Context: an optimization exercise on an open-source flow, tuned for small area. The choices shown serve that exercise and are no tape-out recipe. The RTL was checked by simulation tests, not by an equivalence proof against the original design. Power and IR drop assume default switching activity.

==> flow/design.v <==
`default_nettype none
package axi_defs_pkg;
   localparam int AXI_ADDR_W     = 32;
   localparam int AXI_DATA_W     = 32;
   localparam int AXI_LEN_W      = 8;
   localparam int AXI_ID_W       = 1;
   localparam int AXI_STRB_BYTES = AXI_DATA_W / 8;
   localparam int OFFSET_W       = $clog2(AXI_STRB_BYTES);
   localparam int AXI_MAX_BEATS  = 16;
   localparam int AXI_BOUNDARY   = 4096;
   localparam int AXI_BOUNDARY_W = $clog2(AXI_BOUNDARY);
   typedef enum logic [1:0] {
      BURST_FIXED = 2'b00,
      BURST_INCR  = 2'b01,
      BURST_WRAP  = 2'b10
   } axi_burst_e;
   localparam logic [2:0] AXI_SIZE = 3'($clog2(AXI_STRB_BYTES));
endpackage
`default_nettype wire
`default_nettype none
package rd_defs_pkg;
   localparam int LEN_W      = 12;
   localparam int NUM_PORTS  = 2;
   localparam int PORT_IDX_W = $clog2(NUM_PORTS);
   localparam int WORD_CNT_W = 11;
   typedef enum logic [1:0] {
      IDLE = 2'd0,
      PLAN = 2'd1,
      ADDR = 2'd2,
      DATA = 2'd3
   } adapter_state_e;
endpackage
`default_nettype wire
`timescale 1ns/1ps
`default_nettype none
import axi_defs_pkg::*;
import rd_defs_pkg::*;
module transfer_planner (
   input  wire logic                  clk_i,
   input  wire logic                  rst_i,
   input  wire logic                  start_i,
   input  wire logic                  burst_done_i,
   input  wire logic [axi_defs_pkg::AXI_ADDR_W-1:0] addr_i,
   input  wire logic [rd_defs_pkg::LEN_W-1:0]      len_i,
   output logic      [axi_defs_pkg::AXI_ADDR_W-1:0] burst_addr_o,
   output logic      [axi_defs_pkg::AXI_LEN_W-1:0]  burst_len_o,
   output logic                       last_burst_o,
   output logic      [rd_defs_pkg::WORD_CNT_W-1:0] word_count_o
);
   logic [AXI_ADDR_W-1:0]          cur_addr_q;
   logic [WORD_CNT_W-1:0]          beats_left_q;
   logic [WORD_CNT_W-1:0]          word_cnt_q;
   logic [AXI_ADDR_W-1:0]          end_addr;
   logic [AXI_ADDR_W-OFFSET_W-1:0] start_word;
   logic [AXI_ADDR_W-OFFSET_W-1:0] end_word;
   logic [WORD_CNT_W-1:0]          start_beats;
   logic [WORD_CNT_W-1:0]          start_words;
   logic [WORD_CNT_W-1:0]          bound_beats;
   logic [WORD_CNT_W-1:0]          burst_beats;
   assign end_addr    = addr_i + AXI_ADDR_W'(len_i) - 1'b1;
   assign start_word  = addr_i[AXI_ADDR_W-1:OFFSET_W];
   assign end_word    = end_addr[AXI_ADDR_W-1:OFFSET_W];
   assign start_beats = WORD_CNT_W'(end_word - start_word + 1'b1);
   assign start_words = WORD_CNT_W'(({1'b0, len_i} + (LEN_W+1)'(AXI_STRB_BYTES - 1)) >> OFFSET_W);
   assign bound_beats =
      WORD_CNT_W'((AXI_BOUNDARY - cur_addr_q[AXI_BOUNDARY_W-1:0]) >> OFFSET_W);
   always_comb begin
      burst_beats = beats_left_q;
      if (burst_beats > WORD_CNT_W'(AXI_MAX_BEATS)) begin
         burst_beats = WORD_CNT_W'(AXI_MAX_BEATS);
      end
      if (burst_beats > bound_beats) begin
         burst_beats = bound_beats;
      end
   end
   always_ff @(posedge clk_i or posedge rst_i) begin
      if (rst_i) begin
         cur_addr_q   <= '0;
         beats_left_q <= '0;
         word_cnt_q   <= '0;
      end else if (start_i) begin
         cur_addr_q   <= {start_word, {OFFSET_W{1'b0}}};
         beats_left_q <= start_beats;
         word_cnt_q   <= start_words;
      end else if (burst_done_i) begin
         cur_addr_q   <= cur_addr_q + (AXI_ADDR_W'(burst_beats) << OFFSET_W);
         beats_left_q <= beats_left_q - burst_beats;
      end
   end
   assign burst_addr_o = cur_addr_q;
   assign burst_len_o  = AXI_LEN_W'(burst_beats - 1'b1);
   assign last_burst_o = (burst_beats == beats_left_q);
   assign word_count_o = word_cnt_q;
endmodule
`default_nettype wire
`timescale 1ns/1ps
`default_nettype none
import axi_defs_pkg::*;
module burst_aligner (
   input  wire logic                  clk_i,
   input  wire logic                  rst_i,
   input  wire logic                  start_i,
   input  wire logic [axi_defs_pkg::OFFSET_W-1:0]   offset_i,
   input  wire logic                  beat_valid_i,
   input  wire logic [axi_defs_pkg::AXI_DATA_W-1:0] beat_data_i,
   input  wire logic                  final_beat_i,
   output logic                       word_valid_o,
   output logic      [axi_defs_pkg::AXI_DATA_W-1:0] word_data_o,
   output logic                       empty_o
);
   logic [OFFSET_W-1:0]     offset_q;
   logic                    first_q;
   logic                    flush_q;
   logic [AXI_DATA_W-1:0]   carry_q;
   logic                    unaligned;
   logic [2*AXI_DATA_W-1:0] pair;
   logic [2*AXI_DATA_W-1:0] shifted;
   assign unaligned = (offset_q != '0);
   assign pair    = {flush_q ? {AXI_DATA_W{1'b0}} : beat_data_i, carry_q};
   assign shifted = pair >> {offset_q, 3'b000};
   always_ff @(posedge clk_i or posedge rst_i) begin
      if (rst_i) begin
         offset_q <= '0;
         first_q  <= 1'b0;
         flush_q  <= 1'b0;
      end else if (start_i) begin
         offset_q <= offset_i;
         first_q  <= 1'b1;
         flush_q  <= 1'b0;
      end else if (beat_valid_i) begin
         first_q <= 1'b0;
         flush_q <= final_beat_i && unaligned;
      end else begin
         flush_q <= 1'b0;
      end
   end
   always_ff @(posedge clk_i) begin
      if (beat_valid_i) begin
         carry_q <= beat_data_i;
      end
   end
   assign word_valid_o = flush_q || (beat_valid_i && !(first_q && unaligned));
   assign word_data_o  = unaligned ? shifted[AXI_DATA_W-1:0] : beat_data_i;
   assign empty_o      = !flush_q;
endmodule
`default_nettype wire
`timescale 1ns/1ps
`default_nettype none
import axi_defs_pkg::*;
import rd_defs_pkg::*;
module axi_read_adapter (
   input  wire logic                  clk_i,
   input  wire logic                  rst_i,
   input  wire logic                  req_i,
   input  wire logic [axi_defs_pkg::AXI_ADDR_W-1:0] addr_i,
   input  wire logic [rd_defs_pkg::LEN_W-1:0]      len_i,
   output logic                       ar_valid_o,
   input  wire logic                  ar_ready_i,
   output logic      [axi_defs_pkg::AXI_ADDR_W-1:0] ar_addr_o,
   output logic      [axi_defs_pkg::AXI_LEN_W-1:0]  ar_len_o,
   input  wire logic                  r_valid_i,
   input  wire logic [axi_defs_pkg::AXI_DATA_W-1:0] r_data_i,
   input  wire logic                  r_last_i,
   output logic                       r_ready_o,
   output logic                       strobe_o,
   output logic      [axi_defs_pkg::AXI_DATA_W-1:0] data_o,
   output logic                       last_o
);
   rd_defs_pkg::adapter_state_e state_q;
   logic                  start;
   logic                  beat;
   logic                  burst_done;
   logic                  last_burst;
   logic                  align_empty;
   logic                  word_valid;
   logic [WORD_CNT_W-1:0] word_count;
   logic [WORD_CNT_W-1:0] words_q;
   assign start      = (state_q == IDLE) && req_i && align_empty;
   assign beat       = r_valid_i && r_ready_o;
   assign burst_done = beat && r_last_i;
   transfer_planner u_planner (
      .clk_i       (clk_i),
      .rst_i       (rst_i),
      .start_i     (start),
      .burst_done_i(burst_done),
      .addr_i      (addr_i),
      .len_i       (len_i),
      .burst_addr_o(ar_addr_o),
      .burst_len_o (ar_len_o),
      .last_burst_o(last_burst),
      .word_count_o(word_count)
   );
   burst_aligner u_aligner (
      .clk_i       (clk_i),
      .rst_i       (rst_i),
      .start_i     (start),
      .offset_i    (addr_i[OFFSET_W-1:0]),
      .beat_valid_i(beat),
      .beat_data_i (r_data_i),
      .final_beat_i(burst_done && last_burst),
      .word_valid_o(word_valid),
      .word_data_o (data_o),
      .empty_o     (align_empty)
   );
   always_ff @(posedge clk_i or posedge rst_i) begin
      if (rst_i) begin
         state_q <= IDLE;
      end else begin
         case (state_q)
            IDLE: if (start) state_q <= PLAN;
            PLAN: state_q <= ADDR;
            ADDR: if (ar_ready_i) state_q <= DATA;
            DATA: begin
               if (burst_done) begin
                  state_q <= last_burst ? IDLE : PLAN;
               end
            end
            default: state_q <= IDLE;
         endcase
      end
   end
   always_ff @(posedge clk_i or posedge rst_i) begin
      if (rst_i) begin
         words_q <= '0;
      end else if (start) begin
         words_q <= '0;
      end else if (strobe_o) begin
         words_q <= words_q + 1'b1;
      end
   end
   assign ar_valid_o = (state_q == ADDR);
   assign r_ready_o  = (state_q == DATA);
   assign strobe_o   = word_valid && (words_q < word_count);
   assign last_o     = strobe_o && ((words_q + WORD_CNT_W'(1)) == word_count);
endmodule
`default_nettype wire
`timescale 1ns/1ps
`default_nettype none
import axi_defs_pkg::*;
import rd_defs_pkg::*;
module axi_read_arbiter (
   input  wire logic                                  clk_i,
   input  wire logic                                  rst_i,
   input  wire logic [rd_defs_pkg::NUM_PORTS-1:0]                  ar_valid_i,
   input  wire logic [rd_defs_pkg::NUM_PORTS-1:0][axi_defs_pkg::AXI_ADDR_W-1:0]  ar_addr_i,
   input  wire logic [rd_defs_pkg::NUM_PORTS-1:0][axi_defs_pkg::AXI_LEN_W-1:0]   ar_len_i,
   input  wire logic [rd_defs_pkg::NUM_PORTS-1:0]                  r_ready_i,
   output logic      [rd_defs_pkg::NUM_PORTS-1:0]                  ar_ready_o,
   output logic      [rd_defs_pkg::NUM_PORTS-1:0]                  r_valid_o,
   output logic      [rd_defs_pkg::NUM_PORTS-1:0][axi_defs_pkg::AXI_DATA_W-1:0]  r_data_o,
   output logic      [rd_defs_pkg::NUM_PORTS-1:0]                  r_last_o,
   output logic                                       axi_arvalid_o,
   input  wire logic                                  axi_arready_i,
   output logic      [axi_defs_pkg::AXI_ADDR_W-1:0]                 axi_araddr_o,
   output logic      [axi_defs_pkg::AXI_LEN_W-1:0]                  axi_arlen_o,
   output logic      [axi_defs_pkg::AXI_ID_W-1:0]                   axi_arid_o,
   output logic      [2:0]                            axi_arsize_o,
   output logic      [1:0]                            axi_arburst_o,
   input  wire logic                                  axi_rvalid_i,
   output logic                                       axi_rready_o,
   input  wire logic [axi_defs_pkg::AXI_DATA_W-1:0]                 axi_rdata_i,
   input  wire logic                                  axi_rlast_i,
   input  wire logic [axi_defs_pkg::AXI_ID_W-1:0]                   axi_rid_i
);
   logic                  owner_q;
   logic [PORT_IDX_W-1:0] grant_q;
   logic [PORT_IDX_W-1:0] prio_q;
   logic [PORT_IDX_W-1:0] pick;
   logic [PORT_IDX_W-1:0] scan_idx;
   logic                  found;
   logic [NUM_PORTS-1:0]  port_sel;
   logic                  burst_end;
   always_comb begin
      pick     = '0;
      scan_idx = '0;
      found    = 1'b0;
      for (int i = 0; i < NUM_PORTS; i++) begin
         scan_idx = PORT_IDX_W'((int'(prio_q) + i) % NUM_PORTS);
         if (!found && ar_valid_i[scan_idx]) begin
            pick  = scan_idx;
            found = 1'b1;
         end
      end
   end
   assign burst_end = axi_rvalid_i && axi_rready_o && axi_rlast_i;
   always_ff @(posedge clk_i or posedge rst_i) begin
      if (rst_i) begin
         owner_q <= 1'b0;
         grant_q <= '0;
         prio_q  <= '0;
      end else if (!owner_q) begin
         if (found) begin
            owner_q <= 1'b1;
            grant_q <= pick;
            prio_q  <= PORT_IDX_W'((int'(pick) + 1) % NUM_PORTS);
         end
      end else if (burst_end) begin
         owner_q <= 1'b0;
      end
   end
   always_comb begin
      for (int p = 0; p < NUM_PORTS; p++) begin
         port_sel[p] = owner_q && (grant_q == PORT_IDX_W'(p));
      end
   end
   assign axi_arvalid_o = owner_q && ar_valid_i[grant_q];
   assign axi_araddr_o  = ar_addr_i[grant_q];
   assign axi_arlen_o   = ar_len_i[grant_q];
   assign axi_arid_o    = AXI_ID_W'(grant_q);
   assign axi_arsize_o  = AXI_SIZE;
   assign axi_arburst_o = BURST_INCR;
   assign ar_ready_o    = port_sel & {NUM_PORTS{axi_arready_i}};
   assign axi_rready_o = owner_q && r_ready_i[grant_q];
   assign r_valid_o    = port_sel & {NUM_PORTS{axi_rvalid_i}};
   assign r_last_o     = port_sel & {NUM_PORTS{axi_rlast_i}};
   assign r_data_o     = {NUM_PORTS{axi_rdata_i}};
endmodule
`default_nettype wire
`timescale 1ns/1ps
`default_nettype none
import axi_defs_pkg::*;
import rd_defs_pkg::*;
module dual_read_frontend (
   input  wire logic                  clk_i,
   input  wire logic                  rst_i,
   input  wire logic                  rd_req_0_i,
   input  wire logic [axi_defs_pkg::AXI_ADDR_W-1:0] rd_addr_0_i,
   input  wire logic [rd_defs_pkg::LEN_W-1:0]      rd_len_0_i,
   output logic                       rd_strobe_0_o,
   output logic      [axi_defs_pkg::AXI_DATA_W-1:0] rd_data_0_o,
   output logic                       rd_last_0_o,
   input  wire logic                  rd_req_1_i,
   input  wire logic [axi_defs_pkg::AXI_ADDR_W-1:0] rd_addr_1_i,
   input  wire logic [rd_defs_pkg::LEN_W-1:0]      rd_len_1_i,
   output logic                       rd_strobe_1_o,
   output logic      [axi_defs_pkg::AXI_DATA_W-1:0] rd_data_1_o,
   output logic                       rd_last_1_o,
   output logic                       axi_arvalid_o,
   input  wire logic                  axi_arready_i,
   output logic      [axi_defs_pkg::AXI_ADDR_W-1:0] axi_araddr_o,
   output logic      [axi_defs_pkg::AXI_LEN_W-1:0]  axi_arlen_o,
   output logic      [axi_defs_pkg::AXI_ID_W-1:0]   axi_arid_o,
   output logic      [2:0]            axi_arsize_o,
   output logic      [1:0]            axi_arburst_o,
   input  wire logic                  axi_rvalid_i,
   output logic                       axi_rready_o,
   input  wire logic [axi_defs_pkg::AXI_DATA_W-1:0] axi_rdata_i,
   input  wire logic                  axi_rlast_i,
   input  wire logic [axi_defs_pkg::AXI_ID_W-1:0]   axi_rid_i
);
   wire [NUM_PORTS-1:0]                 ar_valid;
   wire [NUM_PORTS-1:0]                 ar_ready;
   wire [NUM_PORTS-1:0][AXI_ADDR_W-1:0] ar_addr;
   wire [NUM_PORTS-1:0][AXI_LEN_W-1:0]  ar_len;
   wire [NUM_PORTS-1:0]                 r_valid;
   wire [NUM_PORTS-1:0][AXI_DATA_W-1:0] r_data;
   wire [NUM_PORTS-1:0]                 r_last;
   wire [NUM_PORTS-1:0]                 r_ready;
   axi_read_adapter u_adapter_0 (
      .clk_i(clk_i),           .rst_i(rst_i),
      .req_i(rd_req_0_i),      .addr_i(rd_addr_0_i),   .len_i(rd_len_0_i),
      .ar_valid_o(ar_valid[0]), .ar_ready_i(ar_ready[0]),
      .ar_addr_o(ar_addr[0]),  .ar_len_o(ar_len[0]),
      .r_valid_i(r_valid[0]),  .r_data_i(r_data[0]),   .r_last_i(r_last[0]),
      .r_ready_o(r_ready[0]),
      .strobe_o(rd_strobe_0_o), .data_o(rd_data_0_o),  .last_o(rd_last_0_o)
   );
   axi_read_adapter u_adapter_1 (
      .clk_i(clk_i),           .rst_i(rst_i),
      .req_i(rd_req_1_i),      .addr_i(rd_addr_1_i),   .len_i(rd_len_1_i),
      .ar_valid_o(ar_valid[1]), .ar_ready_i(ar_ready[1]),
      .ar_addr_o(ar_addr[1]),  .ar_len_o(ar_len[1]),
      .r_valid_i(r_valid[1]),  .r_data_i(r_data[1]),   .r_last_i(r_last[1]),
      .r_ready_o(r_ready[1]),
      .strobe_o(rd_strobe_1_o), .data_o(rd_data_1_o),  .last_o(rd_last_1_o)
   );
   axi_read_arbiter u_arbiter (
      .clk_i        (clk_i),
      .rst_i        (rst_i),
      .ar_valid_i   (ar_valid),
      .ar_addr_i    (ar_addr),
      .ar_len_i     (ar_len),
      .r_ready_i    (r_ready),
      .ar_ready_o   (ar_ready),
      .r_valid_o    (r_valid),
      .r_data_o     (r_data),
      .r_last_o     (r_last),
      .axi_arvalid_o(axi_arvalid_o),
      .axi_arready_i(axi_arready_i),
      .axi_araddr_o (axi_araddr_o),
      .axi_arlen_o  (axi_arlen_o),
      .axi_arid_o   (axi_arid_o),
      .axi_arsize_o (axi_arsize_o),
      .axi_arburst_o(axi_arburst_o),
      .axi_rvalid_i (axi_rvalid_i),
      .axi_rready_o (axi_rready_o),
      .axi_rdata_i  (axi_rdata_i),
      .axi_rlast_i  (axi_rlast_i),
      .axi_rid_i    (axi_rid_i)
   );
endmodule
`default_nettype wire
==> flow/run.sh <==
#!/bin/bash
# synth_recipe.tcl (not shown) runs the flow's synth.tcl, then flattens the netlist and writes it again
# the make line also repeats each setting of config.mk as NAME=value (left out here)
make -C /OpenROAD-flow-scripts/flow DESIGN_CONFIG=/design/flow/config.mk WORK_HOME=/design/flow/orfs CLKGATE_MAP_FILE= SYNTH_SCRIPT=/design/flow/synth_recipe.tcl finish
==> flow/config.mk <==
export PLATFORM = sky130hd
export DESIGN_NAME = dual_read_frontend
export DESIGN_NICKNAME = dual_read_frontend
export VERILOG_FILES = /design/flow/design.v
export SDC_FILE = /design/flow/constraint.sdc
export NUM_CORES = 4
export LEC_CHECK = 0
export CAP_MARGIN = 20
export CORE_MARGIN = 2
export CORE_UTILIZATION = 40
export PLACE_DENSITY = 0.6
export SLEW_MARGIN = 20
==> flow/constraint.sdc <==
create_clock -name core_clock -period 8.0 [get_ports {clk_i}]
set_input_delay 1.6000 -clock core_clock [delete_from_list [all_inputs] [get_ports {clk_i}]]
set_output_delay 1.6000 -clock core_clock [all_outputs]
set_load 0.01 [all_outputs]
==> out/qor.yml <==
floorplanning:
  die_w_um: 212
  rows: 76
  design.core.area_um2: 42800
  start_util_pct: 40.2
  dieArea_um2: 44700
  io_pins: 244
  dieHeight_um: 212
yosys:
  postSynth.asyncResetShare_pct: 74.6
  yosys_warnings: 4
  synthesis.area_um2: 17200
  synth-edff-count: 48
  synth_top_family_by_area: "compound AO/OA/AOI/OAI gates"
  postSynthCellCount: 1995
  synth-main-ff-cell: "dfrtp_1"
  ys_ff_latch: 189
  postSynthAreaPerCell_um2: 8.63
  synth_compound_area_share_pct: 17.6
  ys_seq_area_share_pct: 28.9
  synthMuxAreaShare_pct: 6.41
  yosysTopAreaCell: "dfrtp_1"
  yosys.area_share.simple_pct: 16.5
  synth_xor_area_share_pct: 10.3
  synth_cell_types: 84
  synthTopCellsByArea: "dfrtp_1 (20%), ha_1 (13%), edfxtp_1 (8.4%)"
  synth_fa_ha_area_share_pct: 14.0
  synth_top_area_share_pct: 20.5
drt:
  wire_per_inst_um: 19.1
  first_pass_iters: 5
  viasPerCell: 5.47
  drc: 0
  dr_total_vias: 15029
  drtIter0Drc: 1186
  wl_um: 52500
  ant_nets: 0
timing:
  slew_viol_final: 0
  skew_ns: 0.0147
  final-hold-violation-count: 0
  whs_ns: 0.485
  final.setup.worst_slack_ns: 0.925
  tightest_slew_ns: 0.883
  slew_headroom_pct: 41.1
  fmax_mhz: 141
  timing.final.crit_share_pct: 88.4
  finalSetupViolCount: 0
  grt_setup_unrepaired: "false"
  tns_ns: 0
  fin_crit_ns: 7.08
critical_path:
  worstPathMaxFanout: 14
  critical_path.startpoint_type: "flop"
  r2r_cells: 21
  crit_start: "u_adapter_0.u_planner.beats_left_q[6]"
  r2r-end: "u_adapter_0.u_planner.cur_addr_q[24]"
  crit_path_end: "axi_arlen_o[6]"
  worstPathArrival_ns: 5.48
  worstPathRequired_ns: 6.40
  criticalPathCategory: "reg2out"
  end_kind: "primary output"
  worst-r2r-setup-slack_ns: 1.65
  regToRegStartpoint: "u_adapter_0.u_planner.beats_left_q[6]"
clock_tree:
  cts_setup_buffers: 0
  cts_tree: "yes"
  worstSkewPairLatency_ns: 0.45
  cts-htree-levels: 4
  root_buffer: "clkbuf_16"
  cts_inserted_buffers: 17
  cts_sinks: 189
  clkTransAtPathRegs_ns: 0.08
  clock_path_buffers: 2
  postCtsHoldBufs: 0
  post_cts_resized: 0
cells_and_area:
  final_cell_mix: "clkdlybuf4s50_1 (235), inv_1 (181), ha_1 (180)"
  nNetsFinal: 2504
  final_common_cell: "clkdlybuf4s50_1"
  drive_above_1_share_pct: 6.22
  utilization_pct: 48.3
  area_growth_pct: 20.1
placement:
  globalplace.congestion: 0.890
  port_buffers: 235
  dp_hpwl_um: 41200
  post-place-ws_ns: 1.48
global_route:
  grt_pass1_vias: 14530
  grt_max_degree: 78
  antenna_found_initial: 5
  overflow: 0
  globalRouteMet3Util_pct: 3.89
  grt_pass1_wl_um: 81600
  grt_use_met2_pct: 39.0
  busiest_layer: "met2"
  grt.met1_usage_pct: 31.4
  grt.total_usage_pct: 23.5
power:
  seq_power_share_pct: 22.1
  p_leak_nw: 8.80
  clkPwrFrac_pct: 11.1
  sw_frac_of_total_pct: 46.2
  power-per-cell-area_nw_per_um2: 377
  power.share.combinational_pct: 66.8
  power.switching_mw: 3.61
  internal_power_mw: 4.20
  peakVddDrop_uv: 363
flow_run:
  maxCapViolations: 0
status:
  status: "finished clean"
worst_hold_path:
  min_path_type: "reg2reg"
  min_from: "u_arbiter.prio_q"
state kept, by name, indices dropped and copies added, names as in the netlist, 2 cells and up:
signal	count
u_adapter_0.u_planner.cur_addr_q	30
u_adapter_1.u_planner.cur_addr_q	30
u_adapter_0.u_aligner.carry_q	24
u_adapter_1.u_aligner.carry_q	24
u_adapter_0.u_planner.beats_left_q	11
u_adapter_0.u_planner.word_cnt_q	11
u_adapter_0.words_q	11
u_adapter_1.u_planner.beats_left_q	11
u_adapter_1.u_planner.word_cnt_q	11
u_adapter_1.words_q	11
u_adapter_0.state_q	2
u_adapter_0.u_aligner.offset_q	2
u_adapter_1.state_q	2
u_adapter_1.u_aligner.offset_q	2
power by group through the flow:
stage                     sequential, mW  clock, mW  combinational [mW]
final                               1.73      0.867                5.21
after global routing                1.77      0.923                5.78
after CTS                           1.73      0.884                5.21
after detailed placement            1.74          0                5.17
after global placement              1.73          0                5.09
after floorplan                     1.58          0                3.55
worst max-delay path: stages (launching register included):
cell,delay [ns]
dfrtp_1,0.42
or4_1,0.60
nor4_4,0.39
inv_1,0.16
ha_1,0.34
a211oi_1,0.25
o21ai_0,0.12
o211ai_1,0.17
a21oi_1,0.16
buf_4,0.22
o21ai_0,0.56
inv_1,0.10
ha_1,0.26
nor4b_1,0.18
xnor2_1,0.15
a21oi_1,0.16
nor2_1,0.06
a21oi_1,0.18
clkdlybuf4s50_1,0.56
final cells by class:
cell class / count / area [um2]
inverter: 183 / 692
tap: 546 / 683
timing repair buffer: 252 / 2490
clock buffer: 23 / 520
sequential: 189 / 4970
fill: 4147 / 22100
clock inverter: 9 / 73.8
antenna: 2 / 5.00
multi-input combinational: 1545 / 11200
cells by family after synthesis:
family / count (synthesis)
simple gates: 566
buf+inv: 278
flops: 189
other cells: 2
compound gates: 483
mux: 86
xor+xnor: 203
fa+ha+maj: 188
synthesized netlist by cell type, types with 4 or more instances:
master     instances
a22oi_1           10
nand2b_1           5
fa_1               8
mux2_2            31
o2111ai_1          5
a31oi_1           10
a21o_1            15
or2_2              5
o31ai_1            5
or3_1             13
o21ai_0          108
ha_1             180
a211oi_1          32
nand4_1           19
dfrtp_1          141
o21bai_1          16
mux4_2            16
nand2_1          167
a221oi_1           9
or4_1              4
xnor2_1          112
o211ai_1          23
nand3_1           58
o21a_1            21
nor3_1            44
nor2_1           110
nand3b_1           4
edfxtp_1          48
o22ai_1           27
mux2i_1           38
and4_1             7
xor2_1            91
inv_1            182
buf_1              9
a21oi_1          158
clkbuf_1          74
nor4_1             8
nor2b_1           61
and2_1            13
o221a_2            4
and3_1            26
buf_4              8
metrics by stage:
step	instance area (um2)	power (mW)	cells
6_report	20700	7.80	2749
5_1_grt	20700	8.47	2747
4_1_cts	20700	7.82	2746
3_5_place_dp	20100	6.91	2714
3_3_place_gp	20100	6.82	2714
2_1_floorplan	17300	5.14	2012
per-layer routing:
metal	part of all wire, %	vias to the layer above	wire, um
met3	4.7	58	2470
met1	46	7194	24300
li1	-	7409	-
met5	0.084	-	44
met2	47	362	24500
met4	2.2	6	1180
worst min-delay path by stage:
stage                                                   end  slack, ns  cells past startpoint
after floorplan                            u_arbiter.prio_q       0.45                      1
after global placement                     u_arbiter.prio_q       0.47                      1
after detailed placement                   u_arbiter.prio_q       0.47                      1
after CTS                                  u_arbiter.prio_q       0.48                      1
after global routing      u_adapter_0.u_aligner.offset_q[0]       0.52                      2
final                                      u_arbiter.prio_q       0.48                      1

## static timing again, ports no longer ideal
No port has a modelled driver above. Below, the same layout with a new extraction and two added sets of constraints.
Step 1 assumes that a clkbuf_16 drives the clock port and a buf_2 every other input.
Step 2 moves the port delays by t, midway between the first and last clock arrival at a register: inputs arrive t later, outputs are due t later. That takes back most of the time a late clock gives input paths.
Three values: no drivers, after step 1, after step 2; two values: the first two.
t (ns): 0.503
slack for setup (ns): 0.925 / 0.866 / 1.369
clock arrival spread, ns: 0.015 / 0.014
slew at the worst register clock pin (ns): 0.08 / 0.08
After both steps this run still meets setup and hold. For this run, drivers alone change the setup slack by -0.059 ns; drivers and shift together by +0.444 ns.
